From an optimization exercise on the open Yosys and OpenROAD flow, aimed at small area and a short achievable clock period; shortcuts taken in it are not production practice. At most, simulation tests tie the RTL to the original design; equivalence was not proved. No functional check of the RTL was part of runs 4 to 6. Power and IR drop assume default switching activity.

**flow/flow/run.sh**
```bash
#!/bin/bash
# The standard ORFS layout with two changes: Yosys's adder-cell mapping is off, so that ABC
# maps the arithmetic together with the rest of the logic, and the port buffers are
# buf_2 cells. Registers and everything else as in standard.sh; each tool's output lands
# in orfs/logs, make's own output in make_finish.log.
set -euo pipefail
cd "$(dirname "$0")/.."
bash standard.sh ADDER_MAP_FILE= "BUFFER_PORTS_ARGS=-buffer_cell sky130_fd_sc_hd__buf_2" finish > make_finish.log 2>&1
```
**flow/standard.sh**
```bash
#!/bin/bash
# synth_recipe.tcl (not shown) runs the flow's synth.tcl, then flattens the netlist and writes it again
# the make line also repeats each setting of config.mk as NAME=value (left out here)
make -C /OpenROAD-flow-scripts/flow DESIGN_CONFIG=/design/flow/config.mk WORK_HOME=/design/flow/orfs CLKGATE_MAP_FILE= SYNTH_SCRIPT=/design/flow/synth_recipe.tcl "${@:-finish}"
```
**flow/config.mk**
```make
export PLATFORM = sky130hd
export DESIGN_NAME = binomial_pipeline_schedule
export DESIGN_NICKNAME = binomial_pipeline_schedule
export VERILOG_FILES = /design/flow/design.v
export SDC_FILE = /design/flow/constraint.sdc
export NUM_CORES = 4
export LEC_CHECK = 0
export ABC_AREA = 1
export CAP_MARGIN = 20
export CORE_MARGIN = 2
export CORE_UTILIZATION = 55
export SETUP_SLACK_MARGIN = 4.45
export SLEW_MARGIN = 20
```
**flow/constraint.sdc**
```tcl
create_clock -name core_clock -period 7.0 [get_ports {clk_i}]
set_input_delay 1.4000 -clock core_clock [delete_from_list [all_inputs] [get_ports {clk_i}]]
set_output_delay 1.4000 -clock core_clock [all_outputs]
set_load 0.01 [all_outputs]
```
**flow/design.v**
```verilog
package bps_pkg;
  localparam int RankBits    = 15;
  localparam int StepBits    = 17;
  localparam int BlockBits   = 16;
  localparam int LogBits     = 4;
  localparam int CfgIdxBits  = 1;
  localparam int CfgDataBits = 16;
endpackage
module bps_mod_a (
  input  logic [16:0] s,
  output logic [3:0]  u15,
  output logic [6:0]  t63,
  output logic [6:0]  z13,
  output logic [6:0]  y11
);
  logic [3:0] x1, y1, x2, y2, x3, y3, m1, m2, m3;
  logic [4:0] t15;
  logic [5:0] x6, y6, m6;
  logic [7:0] y13;
  always_comb begin
    x1 = s[3:0] ^ s[7:4] ^ s[11:8];
    m1 = (s[3:0] & s[7:4]) | (s[3:0] & s[11:8]) | (s[7:4] & s[11:8]);
    y1 = {m1[2:0], m1[3]};
    x2 = x1 ^ y1 ^ s[15:12];
    m2 = (x1 & y1) | (x1 & s[15:12]) | (y1 & s[15:12]);
    y2 = {m2[2:0], m2[3]};
    x3 = x2 ^ y2 ^ {3'b0, s[16]};
    m3 = (x2 & y2) | (x2 & {3'b0, s[16]}) | (y2 & {3'b0, s[16]});
    y3 = {m3[2:0], m3[3]};
    t15 = {1'b0, x3} + {1'b0, y3};
    u15 = t15[3:0] + {3'b0, t15[4]};
    x6 = s[5:0] ^ s[11:6] ^ {1'b0, s[16:12]};
    m6 = (s[5:0] & s[11:6]) | (s[5:0] & {1'b0, s[16:12]}) | (s[11:6] & {1'b0, s[16:12]});
    y6 = {m6[4:0], m6[5]};
    t63 = {1'b0, x6} + {1'b0, y6};
    y13 = {2'b0, s[5:0]} + {3'b0, s[16:12]} + {2'b0, ~s[11:6]};
    z13 = {1'b0, y13[5:0]} + {5'b0, ~y13[7:6]} + 7'd12;
    y11 = {2'b0, s[4:0]} + {2'b0, s[14:10]} + {2'b0, ~s[9:5]} + {5'b0, ~s[16:15]};
  end
endmodule
module bps_mod_b (
  input  logic [2:0] s_lo,
  input  logic [3:0] l,
  input  logic [3:0] u15,
  input  logic [6:0] t63,
  input  logic [6:0] z13,
  input  logic [6:0] y11,
  output logic [3:0] si
);
  logic [3:0] r15, r13, r11, r9;
  logic [2:0] r7, r5, a7, b7;
  logic [1:0] r3;
  logic [5:0] c13;
  logic [4:0] c11, d9;
  logic [5:0] z11;
  logic [3:0] e7;
  always_comb begin
    r15 = (u15 == 4'd15) ? 4'd0 : u15;
    case (r15)
      4'd0, 4'd3, 4'd6, 4'd9, 4'd12:   r3 = 2'd0;
      4'd1, 4'd4, 4'd7, 4'd10, 4'd13:  r3 = 2'd1;
      default:                         r3 = 2'd2;
    endcase
    case (r15)
      4'd0, 4'd5, 4'd10:  r5 = 3'd0;
      4'd1, 4'd6, 4'd11:  r5 = 3'd1;
      4'd2, 4'd7, 4'd12:  r5 = 3'd2;
      4'd3, 4'd8, 4'd13:  r5 = 3'd3;
      default:            r5 = 3'd4;
    endcase
    e7 = {1'b0, t63[2:0]} + {1'b0, t63[5:3]} + {3'b0, t63[6]};
    a7 = e7[2:0] + {2'b0, e7[3]};
    r7 = (a7 == 3'd7) ? 3'd0 : a7;
    d9 = {2'b0, t63[2:0]} + {4'b0, t63[6]} - {2'b0, t63[5:3]};
    r9 = d9[4] ? d9[3:0] + 4'd9 : ((d9[3:0] == 4'd9) ? 4'd0 : d9[3:0]);
    z11 = {1'b0, y11[4:0]} + {4'b0, ~y11[6:5]} + 6'd7;
    c13 = (z13 >= 7'd52) ? 6'(z13 - 7'd52) : z13[5:0];
    c13 = (c13 >= 6'd26) ? 6'(c13 - 6'd26) : c13;
    r13 = (c13 >= 6'd13) ? 4'(c13 - 6'd13) : c13[3:0];
    c11 = (z11 >= 6'd22) ? 5'(z11 - 6'd22) : z11[4:0];
    r11 = (c11 >= 5'd11) ? 4'(c11 - 5'd11) : c11[3:0];
    case (l)
      4'd2:    si = {3'b0, s_lo[0]};
      4'd3:    si = {2'b0, r3};
      4'd4:    si = {2'b0, s_lo[1:0]};
      4'd5:    si = {1'b0, r5};
      4'd6:    si = {2'b0, r3} + ((r3[0] ^ s_lo[0]) ? 4'd3 : 4'd0);
      4'd7:    si = {1'b0, r7};
      4'd8:    si = {1'b0, s_lo};
      4'd9:    si = r9;
      4'd10:   si = {1'b0, r5} + ((r5[0] ^ s_lo[0]) ? 4'd5 : 4'd0);
      4'd11:   si = r11;
      4'd12:   si = {2'b0, r3} + 4'd3 * {2'b0, 2'(2'd3 * (s_lo[1:0] - r3))};
      4'd13:   si = r13;
      4'd14:   si = {1'b0, r7} + ((r7[0] ^ s_lo[0]) ? 4'd7 : 4'd0);
      4'd15:   si = r15;
      default: si = 4'd0;
    endcase
  end
endmodule
module binomial_pipeline_schedule (
  input  logic                              clk_i,
  input  logic                              rst_ni,
  input  logic                              start_i,
  output logic                              busy_o,
  input  logic                              req_type_i,
  input  logic [bps_pkg::RankBits-1:0]      rank_i,
  input  logic [bps_pkg::StepBits-1:0]      step_i,
  input  logic                              cfg_we_i,
  input  logic [bps_pkg::CfgIdxBits-1:0]    cfg_idx_i,
  input  logic [bps_pkg::CfgDataBits-1:0]   cfg_wdata_i,
  output logic                              valid_o,
  output logic                              transfer_valid_o,
  output logic [bps_pkg::RankBits-1:0]      peer_rank_o,
  output logic [bps_pkg::BlockBits-1:0]     block_index_o,
  output logic [bps_pkg::StepBits-1:0]      forged_index_o
);
  assign busy_o = 1'b0;
  logic [3:0]  lx_q;
  logic [15:0] bx_q;
  logic        zb_q;
  always_ff @(posedge clk_i or negedge rst_ni) begin
    if (!rst_ni) begin
      lx_q <= 4'd0;
      bx_q <= 16'd0;
      zb_q <= 1'b0;
    end else if (cfg_we_i) begin
      if (cfg_idx_i == 1'b0) begin
        lx_q <= (cfg_wdata_i[3:0] == 4'd0) ? 4'd0 : cfg_wdata_i[3:0] ^ 4'd1;
      end else begin
        bx_q <= cfg_wdata_i ^ 16'd1;
        zb_q <= (cfg_wdata_i == 16'd0);
      end
    end
  end
  logic [3:0]  l_q;
  logic [15:0] b_q;
  logic        zb;
  logic [15:0] last;
  assign l_q  = lx_q ^ 4'd1;
  assign b_q  = bx_q ^ 16'd1;
  assign zb   = zb_q;
  assign last = zb ? 16'd0 : b_q - 16'd1;
  logic v1_q, v2_q, v3_q, v4_q, v5_q;
  always_ff @(posedge clk_i or negedge rst_ni) begin
    if (!rst_ni) begin
      v1_q    <= 1'b0;
      v2_q    <= 1'b0;
      v3_q    <= 1'b0;
      v4_q    <= 1'b0;
      v5_q    <= 1'b0;
      valid_o <= 1'b0;
    end else begin
      v1_q    <= start_i;
      v2_q    <= v1_q;
      v3_q    <= v2_q;
      v4_q    <= v3_q;
      v5_q    <= v4_q;
      valid_o <= v5_q;
    end
  end
  logic        req1_q, req2_q, req3_q;
  logic [14:0] rank1_q, rank2_q, rank3_q;
  logic [16:0] s1_q, s2_q, s3_q, s4_q;
  logic [3:0]  u15_d, u15_q;
  logic [6:0]  t63_d, t63_q, z13_d, z13_q;
  logic [6:0]  y11_d, y11_q;
  logic [3:0]  si3_d, si3_q, si4_q;
  bps_mod_a u_mod_a (
    .s   (s1_q),
    .u15 (u15_d),
    .t63 (t63_d),
    .z13 (z13_d),
    .y11 (y11_d)
  );
  bps_mod_b u_mod_b (
    .s_lo (s2_q[2:0]),
    .l    (l_q),
    .u15  (u15_q),
    .t63  (t63_q),
    .z13  (z13_q),
    .y11  (y11_q),
    .si   (si3_d)
  );
  always_ff @(posedge clk_i) begin
    req1_q  <= req_type_i;
    rank1_q <= rank_i;
    s1_q    <= step_i;
    req2_q  <= req1_q;
    rank2_q <= rank1_q;
    s2_q    <= s1_q;
    u15_q   <= u15_d;
    t63_q   <= t63_d;
    z13_q   <= z13_d;
    y11_q   <= y11_d;
    req3_q  <= req2_q;
    rank3_q <= rank2_q;
    s3_q    <= s2_q;
    si3_q   <= si3_d;
  end
  logic [14:0] onehot, above, below, other;
  logic        rot0, any_a, any_b;
  logic [3:0]  pa, pb;
  always_comb begin
    onehot = 15'd1 << si3_q;
    above  = '0;
    below  = '0;
    for (int j = 0; j < 15; j++) begin
      above[j] = rank3_q[j] && (4'(j) > si3_q);
      below[j] = rank3_q[j] && (4'(j) < si3_q);
    end
    other = rank3_q ^ onehot;
    rot0  = rank3_q[si3_q] ^ !req3_q;
    any_a = |above;
    any_b = |below;
    pa = 4'd0;
    for (int j = 14; j >= 0; j--) if (above[j]) pa = 4'(j);
    pb = 4'd0;
    for (int j = 14; j >= 0; j--) if (below[j]) pb = 4'(j);
  end
  logic        rot04_q, any_a4_q, any_b4_q;
  logic [3:0]  pa4_q, pb4_q;
  logic [14:0] peer4_q;
  always_ff @(posedge clk_i) begin
    rot04_q  <= rot0;
    any_a4_q <= any_a;
    any_b4_q <= any_b;
    pa4_q    <= pa;
    pb4_q    <= pb;
    peer4_q  <= other;
    si4_q    <= si3_q;
    s4_q     <= s3_q;
  end
  logic [4:0]  x, m, wrapx;
  logic [3:0]  idx, idxp, first, gc;
  logic        recv_nz, kill;
  logic [17:0] g, sl;
  always_comb begin
    x       = any_b4_q ? {1'b0, pb4_q} : {1'b0, si4_q};
    wrapx   = x + {1'b0, l_q};
    m       = (any_a4_q && ({1'b0, pa4_q} < wrapx)) ? {1'b0, pa4_q} : wrapx;
    idx     = 4'(m - {1'b0, si4_q});
    idxp    = rot04_q ? idx : 4'd0;
    first   = any_b4_q ? pb4_q : (rot04_q ? si4_q : pa4_q);
    recv_nz = rot04_q || any_a4_q || any_b4_q;
    g       = {2'b0, b_q} + {14'b0, l_q} + {1'b1, ~s4_q};
    kill    = g[17] || (g[16:0] == '0);
    gc      = (g[16:4] != '0) ? 4'd15 : g[3:0];
    sl      = {1'b0, s4_q} - {14'b0, l_q};
  end
  logic        pre5_q;
  logic [14:0] peer5_q;
  logic [3:0]  idxp5_q, gc5_q, first5_q;
  logic [17:0] sl5_q;
  always_ff @(posedge clk_i) begin
    pre5_q   <= recv_nz && !kill;
    peer5_q  <= peer4_q;
    idxp5_q  <= idxp;
    gc5_q    <= gc;
    first5_q <= first;
    sl5_q    <= sl;
  end
  logic [17:0] f, fd;
  logic [4:0]  d;
  logic        ok, clamp, eq;
  logic [15:0] blk, forged;
  always_comb begin
    f      = sl5_q + {14'b0, idxp5_q};
    d      = {1'b0, first5_q} - {1'b0, idxp5_q};
    fd     = {{13{d[4]}}, d};
    ok     = pre5_q && !f[17];
    clamp  = {1'b0, idxp5_q} > {1'b0, gc5_q} + {4'b0, zb};
    eq     = (sl5_q == fd);
    blk    = clamp ? last : f[15:0];
    forged = (clamp && !eq) ? last : f[15:0];
  end
  always_ff @(posedge clk_i) begin
    transfer_valid_o <= ok;
    peer_rank_o      <= ok ? peer5_q : '0;
    block_index_o    <= ok ? blk : '0;
    forged_index_o   <= {1'b0, ok ? forged : 16'd0};
  end
endmodule
```
==> metrics.cfg, run 1 <==
[clock_tree]
cts_hold_repair.buffers=0
clk_path_buf_depth=3
htree_num_levels=1
cts_buffers=28
clock-sinks=296
insertion_delay_ns=0.56
tritoncts=done
cts.reportedPaths.clkPinSlew_ns=0.07
cts-root-buf=clkbuf_16

[yosys]
synth_cell_types=55
postSynthAreaPerCell_sq_um=6.83
ys.flop_type=dfxtp_1
yosysTopAreaCell=dfxtp_1
synth_top_area_share_pct=37.5
async_flop_share_pct=9.12
yosys_register_bits=296
syn_area_sq_um=14400
synth_cells=2100
yosys-top-cells-area=dfxtp_1 (38%), nand2_1 (17%), inv_1 (7.5%)
synth-edff-count=0
yosysWarningCount=3
yosysSeqAreaShare_pct=42.2

[floorplanning]
io_pins=105
rows=59
die_w_um=166
die_y_um=166
coreArea_sq_um=25800
initial_core_util_pct=55.5
dieArea_sq_um=27400

[sta]
slew-limit-headroom_pct=54.0
finalSetupViolations=0
slew_viol_final=0
fmax_mhz=405
timing.hold.ws_ns=0.314
worst_pin_slew_ns=0.691
hold_violations=0
min_period_over_period_pct=35.3
timing.setup.tns_ns=0
clock-skew-final_ns=0.0191
min_period_ns=2.47
rsz0062_at_grt=yes

[detailed_routing]
ant_nets=0
drt-initial-drc-count=931
num_vias=13300
drtPass1Iterations=6
drc_errors=0
wire_per_inst_um=13.4
wl_mm=34.6
viasPerCell=5.13

[critical_path]
endpoint_kind=flop
crit_type=reg -> reg
worstPathArrival_ns=2.91
cp_data_required_time_ns=7.45
worstPathMaxFanout=6
startpoint_type=flop

[finish]
finalNonFillerCells=2588
drive_gt1_share_pct=14.8
final_common_cell=nand2_1
synthToLayoutAreaGrowth_pct=17.0
layout_common_cells=nand2_1 (635), inv_1 (274), dfxtp_1 (249)
antennaDiodeCount=0
finish.net_count=2285
final_area_sq_um=16800
final_util_pct=65.0

[global_routing]
antenna_found_initial=1
grt_use_met1_pct=31.8
grtUsageTotal_pct=24.5
grt_max_degree=43
grt_busiest_layer=met2
grt.overflow.total=0
grt_pass1_wl_mm=54.3
met3_usage_pct=4.12
first_global_vias=11600
use_met2_pct=41.7

[run]
max_cap_viol_count=0

[placed_design]
port-buffer-count=102
place_congestion=0.926
dp_hpwl_mm=27.1
dp_cells=2513
placed_area_sq_um=15200

[power_and_ir_drop]
powerDensity_nw_per_um2=380
leakage_nw=8.67
ir_drop_mv=0.236

[status]
status=complete, no violations

[worst_hold_path]
hp-class=reg -> reg

worst max-delay path, cell delays in order, from the launching register on:
cell and delay [ns]:
dfrtp_2 0.46, inv_4 0.10, nand2_1 0.07, nand3_1 0.09, nand2_1 0.08, or2_4 0.28
nand2_1 0.13, nor2_1 0.08, nand3_1 0.09, nand3_1 0.11, nand3_1 0.13, nand2_1 0.06
nand2_1 0.06, nand2_1 0.06, nor2_2 0.12, nand3_1 0.13, nor2_4 0.21, a21oi_1 0.10
power breakdown:
part	switching [mW]	internal, mW	total (mW)	leakage (nW)
clock network	0.643	1.01	1.65	0.507
logic	1.65	0.899	2.55	5.59
registers	0.212	1.96	2.18	2.57
Yosys cell counts (3+ instances only):
cell type / number
nand2_2: 6
and2_1: 3
a21oi_1: 82
xor2_1: 67
a211oi_1: 7
a22oi_1: 3
a31oi_1: 6
o21ai_1: 8
nor3_1: 10
buf_4: 7
nor2_4: 5
dfxtp_1: 269
nand3_2: 7
nand2_1: 655
nor2_2: 7
xnor2_1: 23
a21boi_0: 8
nor2_1: 220
nor4_1: 12
clkbuf_1: 13
o21ai_0: 98
inv_2: 7
nand4_1: 27
buf_2: 4
o21ai_2: 3
inv_1: 285
o21a_1: 4
dfrtp_1: 27
o21bai_1: 4
nand3_1: 167
or2_2: 6
o211ai_1: 7
nand3b_1: 6
or2_1: 6
o221ai_1: 4
area by class of cell:
class,count,area (sq um)
Inverter,292,1100
Multi-Input combinational cell,1487,7410
Sequential cell,296,6120
Timing Repair Buffer,125,683
Clock buffer,42,866
Tap cell,335,419
Fill cell,2360,9040
Clock inverter,10,189
Timing Repair inverter,1,7.51
logic make-up (layout without fill, tap and decap cells):
family	count (synthesis)	after routing	share of synthesized area, %
fa+ha+maj	1	1	0.0698
other cells	1	2	0.0261
flops	296	296	42.2
compound gates	247	247	9.70
simple gates	1146	1146	33.8
buf+inv	318	470	8.55
xor+xnor	91	91	5.61
metrics by stage:
step / setup slack (ns) / power, mW
finish: 4.53 / 6.38
CTS: 4.44 / 6.21
detailed placement: 4.30 / 4.54
floorplan: 4.87 / 4.00
global placement: 4.32 / 4.49
global route: 4.37 / 6.88
final timing paths:
path	cells past startpoint	slack (ns)	endpoint	start
max	17	4.53	pre5_q$_DFF_P_	lx_q[2]$_DFFE_PN0P_
max reg2reg	17	4.53	pre5_q$_DFF_P_	lx_q[2]$_DFFE_PN0P_
min reg2reg	0	0.31	rank2_q[14]$_DFF_P_	rank1_q[14]$_DFF_P_
max in group asynchronous	1	5.62	lx_q[0]$_DFFE_PN0P_	rst_ni
min in group asynchronous	1	0.88	bx_q[14]$_DFFE_PN0P_	rst_ni
min	0	0.31	rank2_q[14]$_DFF_P_	rank1_q[14]$_DFF_P_
state kept, by name, indices dropped and copies added, names as in the netlist, 15 cells and up:
name	flops
s3_q	17
block_index_o	16
peer_rank_o	15
peer4_q	15
s2_q	17
peer5_q	15
bx_q	16
rank2_q	15
s4_q	17
sl5_q	18
forged_index_o	16
s1_q	17
rank3_q	15
rank1_q	15
metal layers:
metal | routed length, um | vias to the layer above
li1 | - | 6898
met1 | 15200 | 5927
met2 | 16000 | 378
met3 | 2260 | 75
met4 | 1060 | 2
met5 | 16 | -
timing repair:
item | 4_1_cts | 5_1_grt
gates cloned | 0 | 1
pin swaps | 1 | 12
buffers inserted | 2 | 20
setup endpoints to repair | 29 | 56
gates resized for setup | 9 | 145
==> inputs of run 2 (changes only) <==
--- a/flow/config.mk
+++ b/flow/config.mk
@@ -7,7 +7,7 @@
 export LEC_CHECK = 0
 export ABC_AREA = 1
-export CAP_MARGIN = 20
+export CAP_MARGIN = 5
 export CORE_MARGIN = 2
-export CORE_UTILIZATION = 55
-export SETUP_SLACK_MARGIN = 4.45
-export SLEW_MARGIN = 20
+export CORE_UTILIZATION = 40
+export SETUP_SLACK_MARGIN = 4.4
+export SLEW_MARGIN = 5
==> run 2 against run 1 <==
Final cell count is 4.6% higher. Wire length is 2.3% higher. Critical path depth is 16 lower. Via count is 1.8% lower. First-iteration DRC count is 16% lower. Maximum frequency is 0.76% lower. Utilization is 18 points lower. Combinational power is 2% lower. Area after synthesis stayed put. Sequential share of layout area hardly changed. Clock skew is 0.010 ns lower. Final area is 0.38% lower.
==> metrics.cfg, run 2 <==
[worst_hold_path]
holdCritStartpoint=s3_q[2]$_DFF_P_  ; was rank1_q[14]$_DFF_P_
hp-class=reg -> reg  ; unchanged
min_path_cells=0  ; unchanged
min_to=s4_q[2]$_DFF_P_  ; was rank2_q[14]$_DFF_P_

[critical_path]
path_cells=buf_2  ; was inv_4, nand2_1, nand3_1, nand2_1, or2_4, nand2_1, nor2_1, nand3_1, nand3_1, nand3_1, nand2_1, nand2_1, nand2_1, nor2_2, nand3_1, nor2_4, a21oi_1
path_delay_family=flip-flops  ; was simple AND/OR/NAND/NOR gates
cp_data_required_time_ns=5.60  ; was 7.45 ns
startpoint_type=flop  ; unchanged
worstPathArrival_ns=1.09  ; was 2.91 ns
endpoint_kind=output pin  ; was flop
worstRegToRegCells=16  ; was 17
worstPathMaxFanout=1  ; was 6
rrSetupSlack_ns=4.56  ; was 4.53 ns
r2r_start=bx_q[12]$_DFFE_PN0P_  ; was lx_q[2]$_DFFE_PN0P_
cp_num_buf_inv=1  ; unchanged
crit_type=reg -> out  ; was reg -> reg
cpMaxStageDelayCell=dfrtp_1  ; was dfrtp_2
r2r-end=pre5_q$_DFF_P_  ; unchanged
slowest_delay_ns=0.37  ; was 0.46 ns

[global_routing]
grtUsageTotal_pct=18.2  ; was 24.5%
antenna_found_initial=0  ; was 1
grt.overflow.total=0  ; unchanged
grt_max_degree=43  ; unchanged
first_global_vias=11700  ; was 11600
grt_pass1_wl_mm=57.0  ; was 54.3 mm

[detailed_routing]
wl_mm=35.4  ; was 34.6 mm
drtPass1Iterations=5  ; was 6
drt-initial-drc-count=778  ; was 931
num_vias=13000  ; was 13300
drc_errors=0  ; unchanged
ant_nets=0  ; unchanged
viasPerCell=4.81  ; was 5.13
wire_per_inst_um=13.1  ; was 13.4 um

[yosys]
yosysTopAreaCell=dfxtp_1  ; unchanged
synth-compound-area-share_pct=9.70  ; unchanged
yosys-top-cells-area=dfxtp_1 (38%), nand2_1 (17%), inv_1 (7.5%)  ; unchanged
synth_top_family_by_area=simple AND/OR/NAND/NOR gates  ; unchanged
yosys.cell_count.top_type=nand2_1  ; unchanged
async_flop_share_pct=9.12  ; unchanged
synth_adder_area_share_pct=0.0698  ; unchanged
synth_top_area_share_pct=37.5  ; unchanged
yosysSeqAreaShare_pct=42.2  ; unchanged
netlist_top_cells_count=nand2_1 (655), inv_1 (285), dfxtp_1 (269), nor2_1 (220), nand3_1 (167)  ; unchanged
synth-simple-area-share_pct=33.8  ; unchanged
ys.flop_type=dfxtp_1  ; unchanged
yosys_register_bits=296  ; unchanged
synth-edff-count=0  ; unchanged
syn_area_sq_um=14400  ; unchanged
synth_cells=2100  ; unchanged
synth_cell_types=55  ; unchanged
synth-xor-area-share_pct=5.61  ; unchanged
postSynthAreaPerCell_sq_um=6.83  ; unchanged
yosysWarningCount=3  ; unchanged
synthMuxAreaShare_pct=0  ; unchanged

[finish]
synthToLayoutAreaGrowth_pct=16.6  ; was 17.0%
final_common_cell=nand2_1  ; unchanged
final_area_sq_um=16700  ; was 16800 sq um
multiInputGateArea_sq_um=7310  ; was 7410 sq um
drive_gt1_share_pct=13.6  ; was 14.8%
n_fill_cell=3516  ; was 2360
layout.area.seq_sq_um=6110  ; was 6120 sq um
layout_common_cells=nand2_1 (635), inv_1 (279), dfxtp_1 (254)  ; was nand2_1 (635), inv_1 (274), dfxtp_1 (249)
largest_reg_flops=18  ; unchanged
antennaDiodeCount=0  ; unchanged
finish.net_count=2278  ; was 2285
top_register=sl5_q  ; unchanged

[power_and_ir_drop]
leakage_nw=8.61  ; was 8.67 nW
ir_drop_mv=0.235  ; was 0.236 mV
powerDensity_nw_per_um2=376  ; was 380 nW/um^2

[clock_tree]
insertion_delay_ns=0.58  ; was 0.56 ns
htree_num_levels=1  ; unchanged
tritoncts=done  ; unchanged
cts_hold_repair.buffers=0  ; unchanged
cts_buffers=31  ; was 28
clock-sinks=296  ; unchanged
cts-root-buf=clkbuf_16  ; unchanged
clk_path_buf_depth=3  ; unchanged
cts.reportedPaths.clkPinSlew_ns=0.07  ; about the same

[sta]
rsz0062_at_grt=yes  ; unchanged
min_period_ns=2.49  ; was 2.47 ns
slew_viol_final=0  ; unchanged
clock-skew-final_ns=0.00911  ; was 0.0191 ns
worst_slack_ns=4.51  ; was 4.53 ns
finalSetupViolations=0  ; unchanged
hold_violations=0  ; unchanged
fmax_mhz=402  ; was 405 MHz
min_period_over_period_pct=35.5  ; was 35.3%
timing.setup.tns_ns=0  ; unchanged
slew-limit-headroom_pct=45.3  ; was 54.0%
worst_pin_slew_ns=0.818  ; was 0.691 ns

[placed_design]
dp_hpwl_mm=27.9  ; was 27.1 mm
place_congestion=0.892  ; was 0.926
pre_cts_ws_ns=4.30  ; about the same
port-buffer-count=102  ; unchanged
placed_area_sq_um=15300  ; was 15200 sq um

[floorplanning]
die_y_um=193  ; was 166 um
coreArea_sq_um=35500  ; was 25800 sq um
dieArea_sq_um=37400  ; was 27400 sq um
rows=69  ; was 59
initial_core_util_pct=40.4  ; was 55.5%
io_pins=105  ; unchanged
die_w_um=193  ; was 166 um

[status]
status=complete, no violations  ; unchanged

[run]
max_cap_viol_count=0  ; unchanged

[run 2: cell counts after synthesis]
Identical to the previous run, type by type.
[run 2: cells by family after synthesis]
family | count (synthesis)
compound gates | 247
xor+xnor | 91
fa+ha+maj | 1
buf+inv | 318
flops | 296
other cells | 1
simple gates | 1146
[run 2: per-layer routing]
layer / routed length, um / part of all wire (%) / global-route usage [%] / vias up
li1: - / - / - / 6888
met5: 0 / 0 / 0 / -
met2: 15800 / 44 / 29.8 / 318
met3: 1840 / 5.2 / 2.68 / 54
met1: 16900 / 48 / 25.1 / 5779
met4: 954 / 2.7 / 5.03 / 0
[run 2: area by class of cell]
type	count	area share, %
inverters	292	6.62
well taps	461	3.45
repair buffers	115	3.63
repair inverters	1	0.0449
flip-flops and latches	296	36.5
multi-input cells	1487	43.7
clock buffers	39	5.13
clock inverters	17	0.912
[run 2: stage by stage]
stage	cells	total power [mW]	utilization [%]	hold slack [ns]
2_1_floorplan	2101	4.00	-	0.310
3_3_place_gp	2639	4.53	43.2	0.310
3_5_place_dp	2639	4.57	43.2	0.312
4_1_cts	2695	6.20	46.1	0.318
5_1_grt	2708	6.81	47.2	0.327
6_report	2708	6.29	47.2	0.319
[run 2: how the worst max path moves through the flow]
| stage | start | slack, ns | end | cells past startpoint |
|---|---|---|---|---|
| 3_5_place_dp | lx_q[1]$_DFFE_PN0P_ | 4.30 | pre5_q$_DFF_P_ | 17 |
| 5_1_grt | idxp5_q[2]$_SDFF_PN0_ | 4.34 | block_index_o[12]$_SDFF_PN0_ | 16 |
| 2_1_floorplan | lx_q[1]$_DFFE_PN0P_ | 4.87 | pre5_q$_DFF_P_ | 17 |
| 4_1_cts | s1_q[7]$_DFF_P_ | 4.44 | u15_q[1]$_DFF_P_ | 16 |
| 6_report | valid_o$_DFF_PN0_ | 4.51 | valid_o | 1 |
| 3_3_place_gp | lx_q[1]$_DFFE_PN0P_ | 4.37 | pre5_q$_DFF_P_ | 17 |
[run 2: repair_timing]
item	CTS	global route
resized for setup	4	118
endpoints found under the setup margin	17	52
pin swaps	0	17
setup buffers	0	12
gates cloned	0	1
[run 2: where the power goes]
part           internal [mW]  total, mW  switching, mW
Clock                  0.916       1.61          0.690
Sequential              1.96       2.18          0.213
Combinational          0.867       2.51           1.64
Total                   3.75       6.29           2.54
==> inputs of run 3 (changes only) <==
--- a/flow/config.mk
+++ b/flow/config.mk
@@ -7,7 +7,7 @@
 export LEC_CHECK = 0
 export ABC_AREA = 1
-export CAP_MARGIN = 5
+export CAP_MARGIN = 10
 export CORE_MARGIN = 2
 export CORE_UTILIZATION = 40
 export SETUP_SLACK_MARGIN = 4.4
-export SLEW_MARGIN = 5
+export SLEW_MARGIN = 10
==> run 3 against run 2 <==
Clock-buffer cell count is the same. Utilization is the same. Non-clock buffer count is the same. Area after synthesis is the same. Sequential share of layout area is the same. Die area is the same. Power is the same. Worst hold slack is the same. Final cell count is the same. Synthesized cell count is the same. Global-route usage is the same. Clock skew is the same. Largest power group unchanged.
==> metrics.cfg, run 3 <==
[worst_hold_path]
min_path_cells=0  ; unchanged
hp-class=reg -> reg  ; unchanged
min_to=s4_q[2]$_DFF_P_  ; unchanged
holdCritStartpoint=s3_q[2]$_DFF_P_  ; unchanged

[yosys]
syn_area_sq_um=14400  ; unchanged
yosysWarningCount=3  ; unchanged
ys.flop_type=dfxtp_1  ; unchanged
synth-edff-count=0  ; unchanged
async_flop_share_pct=9.12  ; unchanged
yosys-top-cells-area=dfxtp_1 (38%), nand2_1 (17%), inv_1 (7.5%)  ; unchanged
postSynthAreaPerCell_sq_um=6.83  ; unchanged
synth_top_area_share_pct=37.5  ; unchanged
yosysSeqAreaShare_pct=42.2  ; unchanged
synth_cell_types=55  ; unchanged
yosys.cell_count.top_type=nand2_1  ; unchanged
netlist_top_cells_count=nand2_1 (655), inv_1 (285), dfxtp_1 (269), nor2_1 (220), nand3_1 (167)  ; unchanged
synth_cells=2100  ; unchanged
yosysTopAreaCell=dfxtp_1  ; unchanged
yosys_register_bits=296  ; unchanged

[clock_tree]
clock-sinks=296  ; unchanged
cts_buffers=31  ; unchanged
clk_path_buf_depth=3  ; unchanged
tritoncts=done  ; unchanged
htree_num_levels=1  ; unchanged
cts-root-buf=clkbuf_16  ; unchanged
cts.reportedPaths.clkPinSlew_ns=0.07  ; about the same
insertion_delay_ns=0.58  ; about the same

[detailed_routing]
ant_nets=0  ; unchanged
drtPass1Iterations=5  ; unchanged
drc_errors=0  ; unchanged
wire_per_inst_um=13.1  ; unchanged
num_vias=13000  ; unchanged
drt-initial-drc-count=778  ; unchanged
wl_mm=35.4  ; unchanged
viasPerCell=4.81  ; unchanged

[global_routing]
met3_usage_pct=2.68  ; unchanged
grtUsageTotal_pct=18.2  ; unchanged
grt_use_met1_pct=25.1  ; unchanged
first_global_vias=11700  ; unchanged
grt_busiest_layer=met2  ; unchanged
antenna_found_initial=0  ; unchanged
use_met2_pct=29.8  ; unchanged
grt.overflow.total=0  ; unchanged
grt_max_degree=43  ; unchanged
grt_pass1_wl_mm=57.0  ; unchanged

[finish]
largest_reg_flops=18  ; unchanged
layout_common_cells=nand2_1 (635), inv_1 (279), dfxtp_1 (254)  ; unchanged
top_register=sl5_q  ; unchanged
multiInputGateArea_sq_um=7310  ; unchanged
finish.net_count=2278  ; unchanged
layout.area.seq_sq_um=6110  ; unchanged
n_fill_cell=3516  ; unchanged
final_common_cell=nand2_1  ; unchanged
drive_gt1_share_pct=13.6  ; unchanged
synthToLayoutAreaGrowth_pct=16.6  ; unchanged
final_area_sq_um=16700  ; unchanged
antennaDiodeCount=0  ; unchanged
final_util_pct=47.2  ; unchanged

[placed_design]
port-buffer-count=102  ; unchanged
dp_hpwl_mm=27.9  ; unchanged
placed_area_sq_um=15300  ; unchanged
place_congestion=0.892  ; unchanged

[run]
max_cap_viol_count=0  ; unchanged

[critical_path]
slowest_delay_ns=0.37  ; about the same
r2r-end=pre5_q$_DFF_P_  ; unchanged
cp_data_required_time_ns=5.60  ; about the same
worstPathArrival_ns=1.09  ; about the same
endpoint_kind=output pin  ; unchanged
cp_num_buf_inv=1  ; unchanged
rrSetupSlack_ns=4.56  ; about the same
worstPathMaxFanout=1  ; unchanged
r2r_start=bx_q[12]$_DFFE_PN0P_  ; unchanged
startpoint_type=flop  ; unchanged
crit_type=reg -> out  ; unchanged
worstRegToRegCells=16  ; unchanged
path_cells=buf_2  ; unchanged
path_delay_family=flip-flops  ; unchanged
cpMaxStageDelayCell=dfrtp_1  ; unchanged

[power_and_ir_drop]
powerDensity_nw_per_um2=376  ; unchanged
ir_drop_mv=0.235  ; unchanged
leakage_nw=8.61  ; unchanged

[floorplanning]
initial_core_util_pct=40.4  ; unchanged
io_pins=105  ; unchanged
dieArea_sq_um=37400  ; unchanged
rows=69  ; unchanged
die_w_um=193  ; unchanged
coreArea_sq_um=35500  ; unchanged
die_y_um=193  ; unchanged

[sta]
slew-limit-headroom_pct=45.3  ; unchanged
slew_viol_final=0  ; unchanged
fmax_mhz=402  ; unchanged
min_period_ns=2.49  ; unchanged
finalSetupViolations=0  ; unchanged
timing.setup.tns_ns=0  ; unchanged
min_period_over_period_pct=35.5  ; unchanged
rsz0062_at_grt=yes  ; unchanged
worst_pin_slew_ns=0.818  ; unchanged
clock-skew-final_ns=0.00911  ; unchanged
hold_violations=0  ; unchanged

[status]
status=complete, no violations  ; unchanged

run 3: cell counts in the layout (fill, tap and decap cells not counted):
Identical to the previous run, type by type.
run 3: layout make-up:
class	count	area share, %
multi-input cells	1487	43.7
flip-flops and latches	296	36.5
inverters	292	6.62
clock buffers	39	5.13
repair buffers	115	3.63
well taps	461	3.45
clock inverters	17	0.912
repair inverters	1	0.0449
run 3: cells by family (layout without fill, tap and decap cells):
group                    Yosys count  after routing  synth area share, %
XOR/XNOR                          91             91                 5.61
flip-flops                       296            296                 42.2
AND/OR/NAND/NOR                 1146           1146                 33.8
other                              1              2               0.0261
adder cells (fa/ha/maj)            1              1               0.0698
buffers and inverters            318            464                 8.55
AO/OA/AOI/OAI                    247            247                 9.70
run 3: how the worst max path moves through the flow:
stage,startpoint,end,slack [ns],cells past startpoint
2_1_floorplan,lx_q[1]$_DFFE_PN0P_,pre5_q$_DFF_P_,4.87,17
3_3_place_gp,lx_q[1]$_DFFE_PN0P_,pre5_q$_DFF_P_,4.37,17
3_5_place_dp,lx_q[1]$_DFFE_PN0P_,pre5_q$_DFF_P_,4.30,17
4_1_cts,s1_q[7]$_DFF_P_,u15_q[1]$_DFF_P_,4.44,16
5_1_grt,idxp5_q[2]$_SDFF_PN0_,block_index_o[12]$_SDFF_PN0_,4.34,16
6_report,valid_o$_DFF_PN0_,valid_o,4.51,1
run 3: worst reg2reg max path: cells and delay by family, from the launching register on:
family | cells | cell delay, ns
and+or+nand+nor | 11 | 1.15
AOI/OAI and AO/OA | 3 | 0.42
DFF | 1 | 0.45
buffers and inverters | 2 | 0.29
run 3: layer usage:
| layer | part of all wire (%) | wire length [um] |
|---|---|---|
| met1 | 48 | 16900 |
| met2 | 44 | 15800 |
| met4 | 2.7 | 954 |
| met5 | 0 | 0 |
| met3 | 5.2 | 1840 |
run 3: metrics by stage:
| stage | total power [mW] | worst slack [ns] | instances | hold WS (ns) |
|---|---|---|---|---|
| 3_5_place_dp | 4.57 | 4.30 | 2639 | 0.312 |
| 5_1_grt | 6.81 | 4.34 | 2708 | 0.327 |
| 6_report | 6.29 | 4.51 | 2708 | 0.319 |
| 4_1_cts | 6.20 | 4.44 | 2695 | 0.318 |
| 3_3_place_gp | 4.53 | 4.37 | 2639 | 0.310 |
| 2_1_floorplan | 4.00 | 4.87 | 2101 | 0.310 |
run 3: where the power goes:
part | leakage [nW] | internal [mW] | total [mW] | switching, mW
combinational | 5.54 | 0.867 | 2.51 | 1.64
sequential | 2.57 | 1.96 | 2.18 | 0.213
clock | 0.500 | 0.916 | 1.61 | 0.690
run 3: repair_timing:
| action | in CTS | in global routing |
|---|---|---|
| gates cloned | 0 | 1 |
| gates resized for setup | 4 | 118 |
| buffers inserted | 0 | 12 |
| hold buffers | 0 | 0 |
| pin swaps | 0 | 17 |
| endpoints found under the setup margin | 17 | 52 |
==> inputs of run 4 (changes only) <==
--- a/flow/design.v
+++ b/flow/design.v
@@ -263,5 +263,5 @@
   logic [17:0] f, fd;
   logic [4:0]  d;
-  logic        ok, clamp, eq;
+  logic        ok, clamp, eq, keep;
   logic [15:0] blk, forged;
   always_comb begin
@@ -272,6 +272,7 @@
     clamp  = {1'b0, idxp5_q} > {1'b0, gc5_q} + {4'b0, zb};
     eq     = (sl5_q == fd);
+    keep   = clamp && eq;
     blk    = clamp ? last : f[15:0];
-    forged = (clamp && !eq) ? last : f[15:0];
+    forged = {blk[15:4] & {12{!keep}}, keep ? f[3:0] : blk[3:0]};
   end
   always_ff @(posedge clk_i) begin
--- a/flow/config.mk
+++ b/flow/config.mk
@@ -7,7 +7,7 @@
 export LEC_CHECK = 0
 export ABC_AREA = 1
-export CAP_MARGIN = 10
+export CAP_MARGIN = 20
 export CORE_MARGIN = 2
 export CORE_UTILIZATION = 40
 export SETUP_SLACK_MARGIN = 4.4
-export SLEW_MARGIN = 10
+export SLEW_MARGIN = 20
==> run 4 against run 3 <==
Critical endpoint is now sl5_q[16]$_DFF_P_. Critical path type is now reg -> reg. Synthesized cell count decreased by 2.4%. Non-clock buffer count stayed put. Combinational power decreased by 2%. Still clean on timing, DRC and antenna.
==> metrics.cfg, run 4 <==
[critical_path]
crit_end=sl5_q[16]$_DFF_P_  ; was valid_o
crit_type=reg -> reg  ; was reg -> out
cp.depth=18  ; was 1
crit_top_cell=nor2_4
cp_data_required_time_ns=7.42  ; was 5.60 ns
startpoint_type=flop  ; unchanged
cpMaxStageDelayCell=dfrtp_2  ; was dfrtp_1
r2r-end=sl5_q[16]$_DFF_P_  ; was pre5_q$_DFF_P_
slowest_delay_ns=0.46  ; was 0.37 ns
worstRegToRegCells=18  ; was 16
cp_num_buf_inv=2  ; was 1
rrSetupSlack_ns=4.52  ; was 4.56 ns
r2r_start=lx_q[0]$_DFFE_PN0P_  ; was bx_q[12]$_DFFE_PN0P_
path_cells=buf_12, nor2_4, inv_2, a21boi_2, nor2_1, nand2_1, nand2_1, nor2_2, nand2_2, nor2_4, nand2_2, nor2_4, nand3_4, nor2_4, nand2_2, nor2_4, nand3_2, xor2_1  ; was buf_2
worstPathMaxFanout=6  ; was 1
path_delay_family=simple AND/OR/NAND/NOR gates  ; was flip-flops
worstPathArrival_ns=2.90  ; was 1.09 ns
endpoint_kind=flop  ; was output pin
cp-startpoint=lx_q[0]$_DFFE_PN0P_  ; was valid_o$_DFF_PN0_

[worst_hold_path]
hp-class=reg -> reg  ; unchanged

[global_routing]
grt_pass1_wl_mm=56.5  ; was 57.0 mm
antenna_found_initial=0  ; unchanged
grt_max_degree=35  ; was 43
grt.overflow.total=0  ; unchanged
grtUsageTotal_pct=18.2  ; about the same
first_global_vias=11700  ; about the same

[clock_tree]
cts-root-buf=clkbuf_16  ; unchanged
cts.reportedPaths.clkPinSlew_ns=0.06  ; was 0.07 ns
tritoncts=done  ; unchanged
clock-sinks=296  ; unchanged
insertion_delay_ns=0.54  ; was 0.58 ns
htree_num_levels=2  ; was 1
clk_path_buf_depth=3  ; unchanged
cts_buffers=34  ; was 31

[power_and_ir_drop]
powerDensity_nw_per_um2=387  ; was 376 nW/um^2
power_mw=6.54  ; was 6.29 mW
combinationalPowerShare_pct=37.8  ; was 39.9%
leakage_nw=8.72  ; was 8.61 nW
power_frac_clock_pct=28.7  ; was 25.5%
p_int_mw=3.99  ; was 3.75 mW
ir_drop_mv=0.234  ; was 0.235 mV
switching_share_pct=39.1  ; was 40.4%
power_frac_seq_pct=33.5  ; was 34.6%
p_sw_mw=2.56  ; was 2.54 mW

[yosys]
synth-edff-count=0  ; unchanged
async_flop_share_pct=9.12  ; unchanged
synth_cells=2049  ; was 2100
yosysTopAreaCell=dfxtp_1  ; unchanged
synth_cell_types=68  ; was 55
yosysSeqAreaShare_pct=42.1  ; was 42.2%
ys.flop_type=dfxtp_1  ; unchanged
netlist_top_cells_count=nand2_1 (612), dfxtp_1 (269), inv_1 (263), nor2_1 (211), nand3_1 (132)  ; was nand2_1 (655), inv_1 (285), dfxtp_1 (269), nor2_1 (220), nand3_1 (167)
yosys-top-cells-area=dfxtp_1 (37%), nand2_1 (16%), inv_1 (6.9%)  ; was dfxtp_1 (38%), nand2_1 (17%), inv_1 (7.5%)
postSynthAreaPerCell_sq_um=7.03  ; was 6.83 sq um
yosys_register_bits=296  ; unchanged
synth_top_area_share_pct=37.4  ; was 37.5%
yosysWarningCount=3  ; unchanged
yosys.cell_count.top_type=nand2_1  ; unchanged
syn_area_sq_um=14400  ; about the same

[placed_design]
dp_cells=2591  ; was 2639
pre_cts_ws_ns=4.06  ; was 4.30 ns
port-buffer-count=102  ; unchanged
place_congestion=0.869  ; was 0.892
placed_area_sq_um=15400  ; was 15300 sq um
dp_hpwl_mm=27.1  ; was 27.9 mm

[detailed_routing]
wl_mm=34.4  ; was 35.4 mm
drc_errors=0  ; unchanged
drt-initial-drc-count=613  ; was 778
viasPerCell=4.75  ; was 4.81
wire_per_inst_um=12.9  ; was 13.1 um
num_vias=12600  ; was 13000
drtPass1Iterations=7  ; was 5
ant_nets=0  ; unchanged

[floorplanning]
io_pins=105  ; unchanged
coreArea_sq_um=35500  ; unchanged
dieArea_sq_um=37500  ; was 37400 sq um
die_y_um=194  ; was 193 um
rows=69  ; unchanged
initial_core_util_pct=40.6  ; was 40.4%
die_w_um=194  ; was 193 um

[finish]
finalNonFillerCells=2661  ; was 2708
synthToLayoutAreaGrowth_pct=17.5  ; was 16.6%
layout_common_cells=nand2_1 (596), inv_1 (258), dfxtp_1 (254)  ; was nand2_1 (635), inv_1 (279), dfxtp_1 (254)
final_common_cell=nand2_1  ; unchanged
top_register=sl5_q  ; unchanged
final_util_pct=47.7  ; was 47.2%
finish.net_count=2232  ; was 2278
antennaDiodeCount=0  ; unchanged
drive_gt1_share_pct=16.3  ; was 13.6%
largest_reg_flops=18  ; unchanged
final_area_sq_um=16900  ; was 16700 sq um

[sta]
worst_pin_slew_ns=0.964  ; was 0.818 ns
fmax_mhz=403  ; was 402 MHz
clock-skew-final_ns=0.0112  ; was 0.00911 ns
rsz0062_at_grt=yes  ; unchanged
timing.setup.tns_ns=0  ; unchanged
hold_violations=0  ; unchanged
min_period_over_period_pct=35.4  ; was 35.5%
slew_viol_final=0  ; unchanged
worst_slack_ns=4.52  ; was 4.51 ns
slew-limit-headroom_pct=35.6  ; was 45.3%
finalSetupViolations=0  ; unchanged
timing.hold.ws_ns=0.317  ; was 0.319 ns
min_period_ns=2.48  ; was 2.49 ns

[run]
max_cap_viol_count=0  ; unchanged

[status]
status=complete, no violations  ; unchanged

-- run 4: changes by cell type in the layout (fill, tap and decap cells not counted), moves of 6 or more --
cell	before	now
xor2_1	64	80
inv_1	279	258
o22ai_1	2	8
nand2_2	25	37
o21ai_0	90	70
nor3_1	9	18
nor4_1	12	6
nand3_1	159	131
o21ai_1	13	21
inv_2	9	34
nand2_1	635	596
a21oi_1	79	63
-- run 4: how the worst min path moves through the flow --
stage / slack, ns / to / start / depth (start not counted)
floorplan: 0.31 / peer5_q[0]$_DFF_P_ / peer4_q[0]$_DFF_P_ / 0
global placement: 0.31 / s3_q[8]$_DFF_P_ / s2_q[8]$_DFF_P_ / 0
detailed placement: 0.31 / rank2_q[5]$_DFF_P_ / rank1_q[5]$_DFF_P_ / 0
CTS: 0.32 / s4_q[11]$_DFF_P_ / s3_q[11]$_DFF_P_ / 0
global route: 0.32 / s4_q[6]$_DFF_P_ / s3_q[6]$_DFF_P_ / 0
finish: 0.32 / s4_q[11]$_DFF_P_ / s3_q[11]$_DFF_P_ / 0
-- run 4: power groups by stage --
stage          registers (mW)  clock network [mW]  logic, mW
6_report                 2.20                1.88       2.47
5_1_grt                  2.23                2.00       2.84
4_1_cts                  2.19                1.94       2.39
3_5_place_dp             2.23                   0       2.38
3_3_place_gp             2.22                   0       2.34
2_1_floorplan            2.17                   0       1.87
-- run 4: timing repair --
item | CTS | global route
pin swaps | 1 | 4
hold buffers | 0 | 0
setup buffers | 1 | 11
resized for setup | 6 | 87
endpoints found under the setup margin | 21 | 60
-- run 4: cell families after synthesis --
logic type	synth area share, %
adders and majority gates	0.139
DFF	42.1
buffers and inverters	8.75
muxes	0.0695
AOI/OAI and AO/OA	9.06
xor gates and xnor gates	6.61
and+or+nand+nor	33.3
other	0.0260
-- run 4: layout make-up --
class	count	area, sq um
repair buffers	115	637
clock inverters	17	278
well taps	461	577
flip-flops and latches	296	6110
multi-input cells	1431	7250
inverters	300	1140
clock buffers	41	938
fillers	3586	18600
-- run 4: routing by layer --
layer	track usage, %	vias up	wire [um]
met5	0	-	0
met2	29.8	284	15700
li1	-	6688	-
met4	5.71	0	686
met1	24.6	5628	16500
met3	2.77	43	1610
-- run 4: worst reg2reg max path, stage by stage, from the launching register on --
cell      delay [ns]
dfrtp_2         0.46
buf_12          0.15
nor2_4          0.11
inv_2           0.05
a21boi_2        0.16
nor2_1          0.07
nand2_1         0.06
nand2_1         0.07
nor2_2          0.12
nand2_2         0.09
nor2_4          0.10
nand2_2         0.09
nor2_4          0.14
nand3_4         0.10
nor2_4          0.10
nand2_2         0.09
nor2_4          0.12
nand3_2         0.10
xor2_1          0.17
==> inputs of run 5 (changes only) <==
--- a/flow/design.v
+++ b/flow/design.v
@@ -199,5 +199,5 @@
     si3_q   <= si3_d;
   end
-  logic [14:0] onehot, above, below, other;
+  logic [14:0] onehot, above, other;
   logic        rot0, any_a, any_b;
   logic [3:0]  pa, pb;
@@ -205,17 +205,13 @@
     onehot = 15'd1 << si3_q;
     above  = '0;
-    below  = '0;
-    for (int j = 0; j < 15; j++) begin
-      above[j] = rank3_q[j] && (4'(j) > si3_q);
-      below[j] = rank3_q[j] && (4'(j) < si3_q);
-    end
+    for (int j = 0; j < 15; j++) above[j] = rank3_q[j] && (4'(j) > si3_q);
     other = rank3_q ^ onehot;
     rot0  = rank3_q[si3_q] ^ !req3_q;
     any_a = |above;
-    any_b = |below;
     pa = 4'd0;
     for (int j = 14; j >= 0; j--) if (above[j]) pa = 4'(j);
     pb = 4'd0;
-    for (int j = 14; j >= 0; j--) if (below[j]) pb = 4'(j);
+    for (int j = 14; j >= 0; j--) if (rank3_q[j]) pb = 4'(j);
+    any_b = (rank3_q != '0) && (pb < si3_q);
   end
   logic        rot04_q, any_a4_q, any_b4_q;
@@ -263,5 +259,5 @@
   logic [17:0] f, fd;
   logic [4:0]  d;
-  logic        ok, clamp, eq, keep;
+  logic        ok, clamp, eq;
   logic [15:0] blk, forged;
   always_comb begin
@@ -272,7 +268,6 @@
     clamp  = {1'b0, idxp5_q} > {1'b0, gc5_q} + {4'b0, zb};
     eq     = (sl5_q == fd);
-    keep   = clamp && eq;
     blk    = clamp ? last : f[15:0];
-    forged = {blk[15:4] & {12{!keep}}, keep ? f[3:0] : blk[3:0]};
+    forged = (clamp && !eq) ? last : f[15:0];
   end
   always_ff @(posedge clk_i) begin
==> run 5 against run 4 <==
Register-to-register slack better by 0.02 ns. Power fell by 5.6%. Still clean. Clock skew rose by 0.020 ns. Utilization decreased by 0.19 points. Clock-buffer cell count is the same. Die area down 0.75%. Final cell count is 0.56% higher. First-iteration DRC count up 19%. Largest power group unchanged. Worst hold slack lost 0.0078 ns. Wire length decreased by 0.60%. Final area shrank 0.64%.
==> metrics.cfg, run 5 <==
[clock_tree]
cts_buffers=31  ; was 34
clk_path_buf_depth=3  ; unchanged
insertion_delay_ns=0.58  ; was 0.54 ns
htree_num_levels=1  ; was 2
clock-sinks=296  ; unchanged
cts-root-buf=clkbuf_16  ; unchanged
cts.reportedPaths.clkPinSlew_ns=0.06  ; about the same
tritoncts=done  ; unchanged
cts_hold_repair.buffers=0  ; unchanged

[critical_path]
cp-startpoint=valid_o$_DFF_PN0_  ; was lx_q[0]$_DFFE_PN0P_
cp_data_required_time_ns=5.60  ; was 7.42 ns
cpMaxStageDelayCell=dfrtp_1  ; was dfrtp_2
worstPathArrival_ns=1.08  ; was 2.90 ns
path_cells=buf_2  ; was buf_12, nor2_4, inv_2, a21boi_2, nor2_1, nand2_1, nand2_1, nor2_2, nand2_2, nor2_4, nand2_2, nor2_4, nand3_4, nor2_4, nand2_2, nor2_4, nand3_2, xor2_1
r2r_start=bx_q[1]$_DFFE_PN0P_  ; was lx_q[0]$_DFFE_PN0P_
worstPathMaxFanout=1  ; was 6
endpoint_kind=output pin  ; was flop
path_delay_family=flip-flops  ; was simple AND/OR/NAND/NOR gates
cp_num_buf_inv=1  ; was 2
startpoint_type=flop  ; unchanged
slowest_delay_ns=0.36  ; was 0.46 ns
crit_type=reg -> out  ; was reg -> reg

[detailed_routing]
ant_nets=0  ; unchanged
drtPass1Iterations=5  ; was 7
drc_errors=0  ; unchanged
wire_per_inst_um=12.8  ; was 12.9 um
wl_mm=34.2  ; was 34.4 mm
num_vias=12800  ; was 12600
drt-initial-drc-count=732  ; was 613
viasPerCell=4.78  ; was 4.75

[finish]
final_common_cell=nand2_1  ; unchanged
antennaDiodeCount=0  ; unchanged
finish.net_count=2244  ; was 2232
largest_reg_flops=18  ; unchanged
multiInputGateArea_sq_um=7260  ; was 7250 sq um
drive_gt1_share_pct=16.9  ; was 16.3%
n_fill_cell=3608  ; was 3586
layout_common_cells=nand2_1 (569), inv_1 (266), dfxtp_1 (247)  ; was nand2_1 (596), inv_1 (258), dfxtp_1 (254)
layout.area.seq_sq_um=6120  ; was 6110 sq um
top_register=sl5_q  ; unchanged
synthToLayoutAreaGrowth_pct=17.6  ; was 17.5%

[yosys]
yosys_register_bits=296  ; unchanged
yosys.cell_count.top_type=nand2_1  ; unchanged
synth_cell_types=60  ; was 68
ys.flop_type=dfxtp_1  ; unchanged
yosysSeqAreaShare_pct=42.4  ; was 42.1%
yosys-top-cells-area=dfxtp_1 (38%), nand2_1 (15%), inv_1 (7.2%)  ; was dfxtp_1 (37%), nand2_1 (16%), inv_1 (6.9%)
postSynthAreaPerCell_sq_um=6.96  ; was 7.03 sq um
synth_cells=2054  ; was 2049
async_flop_share_pct=9.12  ; unchanged
syn_area_sq_um=14300  ; was 14400 sq um
synth-edff-count=0  ; unchanged
yosysTopAreaCell=dfxtp_1  ; unchanged
synth_top_area_share_pct=37.7  ; was 37.4%
netlist_top_cells_count=nand2_1 (587), inv_1 (275), dfxtp_1 (269), nor2_1 (228), nand3_1 (127)  ; was nand2_1 (612), dfxtp_1 (269), inv_1 (263), nor2_1 (211), nand3_1 (132)
yosysWarningCount=3  ; unchanged

[global_routing]
grt_max_degree=49  ; was 35
antenna_found_initial=0  ; unchanged
first_global_vias=11400  ; was 11700
grt.overflow.total=0  ; unchanged
grt_pass1_wl_mm=54.2  ; was 56.5 mm
grtUsageTotal_pct=17.9  ; was 18.2%

[floorplanning]
die_y_um=193  ; was 194 um
dieArea_sq_um=37300  ; was 37500 sq um
coreArea_sq_um=35400  ; was 35500 sq um
initial_core_util_pct=40.4  ; was 40.6%
rows=69  ; unchanged
die_w_um=193  ; was 194 um
io_pins=105  ; unchanged

[sta]
timing.hold.ws_ns=0.309  ; was 0.317 ns
rsz0062_at_grt=yes  ; unchanged
worst_pin_slew_ns=0.740  ; was 0.964 ns
clock-skew-final_ns=0.0310  ; was 0.0112 ns
min_period_over_period_pct=35.4  ; about the same
timing.setup.tns_ns=0  ; unchanged
finalSetupViolations=0  ; unchanged
slew_viol_final=0  ; unchanged
slew-limit-headroom_pct=50.2  ; was 35.6%
fmax_mhz=404  ; was 403 MHz
hold_violations=0  ; unchanged
min_period_ns=2.48  ; about the same

[power_and_ir_drop]
powerDensity_nw_per_um2=367  ; was 387 nW/um^2
ir_drop_mv=0.223  ; was 0.234 mV
leakage_nw=8.57  ; was 8.72 nW
power_mw=6.18  ; was 6.54 mW

[worst_hold_path]
holdCritStartpoint=s3_q[1]$_DFF_P_  ; was s3_q[11]$_DFF_P_
hp-class=reg -> reg  ; unchanged

[placed_design]
dp_hpwl_mm=26.4  ; was 27.1 mm
place_congestion=0.882  ; was 0.869
port-buffer-count=102  ; unchanged

[run]
max_cap_viol_count=0  ; unchanged

[status]
status=complete, no violations  ; unchanged

-- run 5: changes by cell type after synthesis, sizes merged, moves of 7 or more --
cell and change:
nor2 +16, nand3 -12, clkbuf +9, a21oi +35, nand2 -26, o22ai -7
-- run 5: what timing repair did --
| action | in CTS | in global routing |
|---|---|---|
| pin swaps | 0 | 28 |
| setup endpoints to repair | 31 | 48 |
| buffers inserted | 0 | 27 |
| gates resized for setup | 4 | 127 |
| cloned | 0 | 0 |
| endpoints found under the hold margin | 0 | 0 |
-- run 5: final timing paths --
check                           depth (start not counted)  slack (ns)                      endpoint
max in group asynchronous                               1        5.68           lx_q[2]$_DFFE_PN0P_
worst min-delay path                                    0        0.31               s4_q[1]$_DFF_P_
worst max-delay path                                    1        4.52                       valid_o
worst min register to register                          0        0.31               s4_q[1]$_DFF_P_
min in group asynchronous                               1        0.84                v5_q$_DFF_PN0_
worst max register to register                         19        4.54  block_index_o[15]$_SDFF_PN0_
-- run 5: cell type report --
class	count	area share [%]
inverters	299	6.73
repair buffers	129	4.23
well taps	461	3.43
multi-input cells	1433	43.2
clock buffers	41	5.20
flip-flops and latches	296	36.4
clock inverters	17	0.863
-- run 5: cells by family after synthesis --
family          Yosys count  share of synthesized area [%]
buf+inv                 326                           8.83
mux                       1                         0.0788
simple gates           1075                           32.1
xor+xnor                105                           6.59
fa+ha+maj                 3                          0.210
compound gates          247                           9.78
other cells               1                         0.0262
flops                   296                           42.4
-- run 5: per-layer routing --
| layer | routed length, um | global-route usage, % |
|---|---|---|
| met5 | 0 | 0 |
| met4 | 833 | 5.51 |
| met3 | 1750 | 2.37 |
| met2 | 15000 | 28.8 |
| met1 | 16600 | 24.9 |
-- run 5: metrics by stage --
stage	std cells	setup WS, ns	util (%)	area (sq um)
floorplan	2055	4.86	-	14300
detailed placement	2591	4.05	43.1	15300
finish	2676	4.52	47.5	16800
global route	2676	4.35	47.5	16800
global placement	2591	4.20	43.1	15300
CTS	2649	4.41	46.0	16300
-- run 5: power by group --
group          switching [mW]  total, mW  internal (mW)  leakage, nW
Combinational            1.54       2.39          0.850         5.53
Sequential              0.222       2.18           1.96         2.56
Clock                   0.685       1.61          0.923        0.486
Total                    2.45       6.18           3.73         8.57
==> inputs of run 6 (changes only) <==
--- a/flow/design.v
+++ b/flow/design.v
@@ -257,17 +257,18 @@
     sl5_q    <= sl;
   end
-  logic [17:0] f, fd;
-  logic [4:0]  d;
-  logic        ok, clamp, eq;
+  logic [17:0] f;
+  logic [4:0]  d, e;
+  logic        ok, clamp, eq, keep;
   logic [15:0] blk, forged;
   always_comb begin
     f      = sl5_q + {14'b0, idxp5_q};
+    e      = {1'b0, sl5_q[3:0]} + {1'b0, idxp5_q};
+    ok     = pre5_q && !(sl5_q[17] && !e[4]);
     d      = {1'b0, first5_q} - {1'b0, idxp5_q};
-    fd     = {{13{d[4]}}, d};
-    ok     = pre5_q && !f[17];
+    eq     = (d[4] ? (sl5_q[17:5] == '1) : (sl5_q[17:5] == '0)) && (sl5_q[4:0] == d);
     clamp  = {1'b0, idxp5_q} > {1'b0, gc5_q} + {4'b0, zb};
-    eq     = (sl5_q == fd);
+    keep   = clamp && eq;
     blk    = clamp ? last : f[15:0];
-    forged = (clamp && !eq) ? last : f[15:0];
+    forged = {blk[15:4] & {12{!keep}}, keep ? f[3:0] : blk[3:0]};
   end
   always_ff @(posedge clk_i) begin
==> run 6 against run 5 <==
Still clean on timing, DRC and antenna. Clock skew shrank 0.015 ns. Die area fell by 0.27%. Clock power up 11%. Largest cell class unchanged. Largest power group unchanged. Highest routed layer unchanged.
==> metrics.cfg, run 6 <==
[sta]
min_period_over_period_pct=35.6  ; was 35.4%
rsz0062_at_grt=yes  ; unchanged
hold_violations=0  ; unchanged
slew_viol_final=0  ; unchanged
min_period_ns=2.49  ; was 2.48 ns
clock-skew-final_ns=0.0164  ; was 0.0310 ns
fmax_mhz=402  ; was 404 MHz
finalSetupViolations=0  ; unchanged
timing.hold.ws_ns=0.318  ; was 0.309 ns
timing.setup.tns_ns=0  ; unchanged
slew-limit-headroom_pct=56.4  ; was 50.2%
worst_pin_slew_ns=0.653  ; was 0.740 ns
worst_slack_ns=4.51  ; was 4.52 ns

[finish]
finish.net_count=2253  ; was 2244
largest_reg_flops=18  ; unchanged
drive_gt1_share_pct=13.8  ; was 16.9%
final_area_sq_um=16800  ; about the same
layout_common_cells=nand2_1 (596), inv_1 (305), dfxtp_1 (249)  ; was nand2_1 (569), inv_1 (266), dfxtp_1 (247)
final_common_cell=nand2_1  ; unchanged
synthToLayoutAreaGrowth_pct=17.8  ; was 17.6%
top_register=sl5_q  ; unchanged
antennaDiodeCount=0  ; unchanged

[power_and_ir_drop]
ir_drop_mv=0.201  ; was 0.223 mV
powerDensity_nw_per_um2=381  ; was 367 nW/um^2
leakage_nw=8.79  ; was 8.57 nW

[detailed_routing]
drc_errors=0  ; unchanged
wl_mm=34.5  ; was 34.2 mm
drtPass1Iterations=5  ; unchanged
wire_per_inst_um=12.8  ; about the same
viasPerCell=4.75  ; was 4.78
drt-initial-drc-count=658  ; was 732
num_vias=12700  ; was 12800
ant_nets=0  ; unchanged

[yosys]
netlist_top_cells_count=nand2_1 (609), inv_1 (310), dfxtp_1 (269), nor2_1 (211), nand3_1 (157)  ; was nand2_1 (587), inv_1 (275), dfxtp_1 (269), nor2_1 (228), nand3_1 (127)
synth_cell_types=57  ; was 60
async_flop_share_pct=9.12  ; unchanged
yosysWarningCount=3  ; unchanged
yosysTopAreaCell=dfxtp_1  ; unchanged
syn_area_sq_um=14300  ; about the same
synth_top_area_share_pct=37.8  ; was 37.7%
yosys.cell_count.top_type=nand2_1  ; unchanged
yosys_register_bits=296  ; unchanged
synth_cells=2065  ; was 2054
ys.flop_type=dfxtp_1  ; unchanged
postSynthAreaPerCell_sq_um=6.90  ; was 6.96 sq um
yosysSeqAreaShare_pct=42.5  ; was 42.4%
yosys-top-cells-area=dfxtp_1 (38%), nand2_1 (16%), inv_1 (8.2%)  ; was dfxtp_1 (38%), nand2_1 (15%), inv_1 (7.2%)
synth-edff-count=0  ; unchanged

[clock_tree]
cts_buffers=34  ; was 31
tritoncts=done  ; unchanged
cts-root-buf=clkbuf_16  ; unchanged
insertion_delay_ns=0.53  ; was 0.58 ns
clk_path_buf_depth=3  ; unchanged
cts.reportedPaths.clkPinSlew_ns=0.06  ; about the same
htree_num_levels=2  ; was 1
clock-sinks=296  ; unchanged

[critical_path]
crit_type=reg -> reg  ; was reg -> out
endpoint_kind=flop  ; was output pin
path_cells=nor2_2, nor3_1, or2_4, a21boi_4, nand2_2, nor2_4, nand2_2, nor2_4, nand2_2, nor2_4, nand2_2, inv_2, nand2_4, o21ai_1, nand2_1  ; was buf_2
slowest_delay_ns=0.47  ; was 0.36 ns
worstPathArrival_ns=2.90  ; was 1.08 ns
worstRegToRegCells=15  ; was 19
r2r_start=lx_q[1]$_DFFE_PN0P_  ; was bx_q[1]$_DFFE_PN0P_
crit_top_cell=nand2_2
r2r-end=sl5_q[15]$_DFF_P_  ; was block_index_o[15]$_SDFF_PN0_
cpMaxStageDelayCell=dfrtp_2  ; was dfrtp_1
cp_data_required_time_ns=7.41  ; was 5.60 ns
worstPathMaxFanout=6  ; was 1
startpoint_type=flop  ; unchanged
rrSetupSlack_ns=4.51  ; was 4.54 ns

[placed_design]
pre_cts_ws_ns=3.88  ; was 4.05 ns
dp_hpwl_mm=26.7  ; was 26.4 mm
placed_area_sq_um=15200  ; was 15300 sq um
port-buffer-count=102  ; unchanged
place_congestion=0.894  ; was 0.882

[floorplanning]
dieArea_sq_um=37200  ; was 37300 sq um
initial_core_util_pct=40.4  ; about the same
rows=69  ; unchanged
die_y_um=193  ; about the same
coreArea_sq_um=35300  ; was 35400 sq um
die_w_um=193  ; about the same
io_pins=105  ; unchanged

[global_routing]
grt_pass1_wl_mm=55.5  ; was 54.2 mm
first_global_vias=11800  ; was 11400
antenna_found_initial=0  ; unchanged
grt_max_degree=28  ; was 49
grtUsageTotal_pct=18.6  ; was 17.9%
grt.overflow.total=0  ; unchanged

[worst_hold_path]
min_to=rank3_q[11]$_DFF_P_  ; was s4_q[1]$_DFF_P_
min_path_cells=0  ; unchanged
holdCritStartpoint=rank2_q[11]$_DFF_P_  ; was s3_q[1]$_DFF_P_
hp-class=reg -> reg  ; unchanged

[status]
status=complete, no violations  ; unchanged

[run]
max_cap_viol_count=0  ; unchanged

run 6: changes by cell type in the layout (fill, tap and decap cells not counted), sizes merged, moves of 5 or more:
cell	delta
a21oi	-40
buf	-5
inv	+20
nand2	+12
nand3	+24
nor2	-19
o21ai	+21
run 6: per-stage QoR:
| stage | instances | power, mW | util (%) |
|---|---|---|---|
| after detailed placement | 2603 | 4.53 | 43.1 |
| after global placement | 2603 | 4.48 | 43.1 |
| final | 2684 | 6.40 | 47.5 |
| after floorplan | 2066 | 3.99 | - |
| after global routing | 2684 | 6.92 | 47.5 |
| after CTS | 2668 | 6.37 | 46.5 |
run 6: critical path: cells and delay by family, from the launching register on:
kind                   cells  cell delay, ns
flip-flops                 1            0.47
AO/OA/AOI/OAI              2            0.40
buffers and inverters      1            0.08
AND/OR/NAND/NOR           12            1.42
run 6: metal layers:
metal,routed length [um],global-route usage [%],vias up
li1,-,-,6746
met1,15900,23.7,5654
met2,15800,31.1,292
met3,1890,3.29,48
met4,911,7.25,0
met5,0,0,-
run 6: worst max path at each step:
stage	start	end	slack (ns)	cells after the start
2_1_floorplan	lx_q[0]$_DFFE_PN0P_	sl5_q[16]$_DFF_P_	4.81	17
3_3_place_gp	zb_q$_DFFE_PN0P_	forged_index_o[3]$_SDFF_PN0_	3.99	12
3_5_place_dp	zb_q$_DFFE_PN0P_	forged_index_o[1]$_SDFF_PN0_	3.88	12
4_1_cts	s1_q[2]$_DFF_P_	z13_q[5]$_DFF_P_	4.40	17
5_1_grt	lx_q[3]$_DFFE_PN0P_	pre5_q$_DFF_P_	4.32	15
6_report	lx_q[1]$_DFFE_PN0P_	sl5_q[15]$_DFF_P_	4.51	15
run 6: power breakdown:
part,leakage [nW],internal (mW),total [mW],switching [mW]
Clock,0.563,1.08,1.78,0.698
Sequential,2.58,1.97,2.19,0.223
Combinational,5.65,0.847,2.43,1.59
run 6: cells by family after synthesis:
kind of cell | count (synthesis) | share of synthesized area, %
buffers and inverters | 344 | 9.32
AOI/OAI and AO/OA | 231 | 9.07
other | 1 | 0.0263
xor gates and xnor gates | 105 | 6.51
DFF | 296 | 42.5
adders and majority gates | 1 | 0.0702
and+or+nand+nor | 1087 | 32.5
run 6: layout make-up:
class	count	area, sq um
inverters	317	1200
clock buffers	45	985
clock inverters	15	161
fillers	3563	18500
well taps	461	577
flip-flops and latches	296	6110
multi-input cells	1427	7090
repair buffers	123	668
run 6: repair_timing:
action / 4_1_cts / 5_1_grt
gates resized for setup: 6 / 91
pin swaps: 2 / 14
hold buffers: 0 / 0
endpoints found under the setup margin: 29 / 48
cloned: 1 / 0
buffers inserted: 4 / 16

[re-timing with driven ports]
The results above use ideal ports. As a check the final layouts listed here were re-extracted and re-timed, cells and wires unchanged. Step 1 (the two cells are an assumption about what drives the block):
set clk [get_ports {clk_i}]
set_driving_cell -lib_cell sky130_fd_sc_hd__clkbuf_16 $clk
set_driving_cell -lib_cell sky130_fd_sc_hd__buf_2 [delete_from_list [all_inputs] $clk]
Step 2 adds t to the input delays and takes it off the output delays; t is the mean of the earliest and latest rising clock arrival at the registers after step 1. Input paths then give back, and output paths get back, about the clock's delay inside the block. Three values: ideal, step 1, step 2; two values: the first two.
run | t (ns) | setup WS [ns] | worst hold slack (ns) | worst setup path after step 2 | cell pins on the clock port's net
run 1 | 0.603 | 4.532 / 4.507 / 4.488 | 0.314 / 0.314 / 0.314 | input to register | 1
run 2 | 0.631 | 4.513 / 4.460 / 4.380 | 0.319 / 0.319 / 0.319 | input to register | 1
run 3 | 0.631 | 4.513 / 4.460 / 4.380 | 0.319 / 0.319 / 0.319 | input to register | 1
run 4 | 0.580 | 4.522 / 4.522 / 4.286 | 0.317 / 0.317 / 0.317 | input to register | 1
run 5 | 0.615 | 4.522 / 4.468 / 4.311 | 0.309 / 0.309 / 0.309 | input to register | 1
run 6 | 0.573 | 4.510 / 4.510 / 4.335 | 0.318 / 0.318 / 0.318 | input to register | 1
After both steps every run listed still meets setup and hold. For run 4, which loses most, drivers alone change the setup slack by 0.000 ns; drivers and shift together by -0.236 ns.
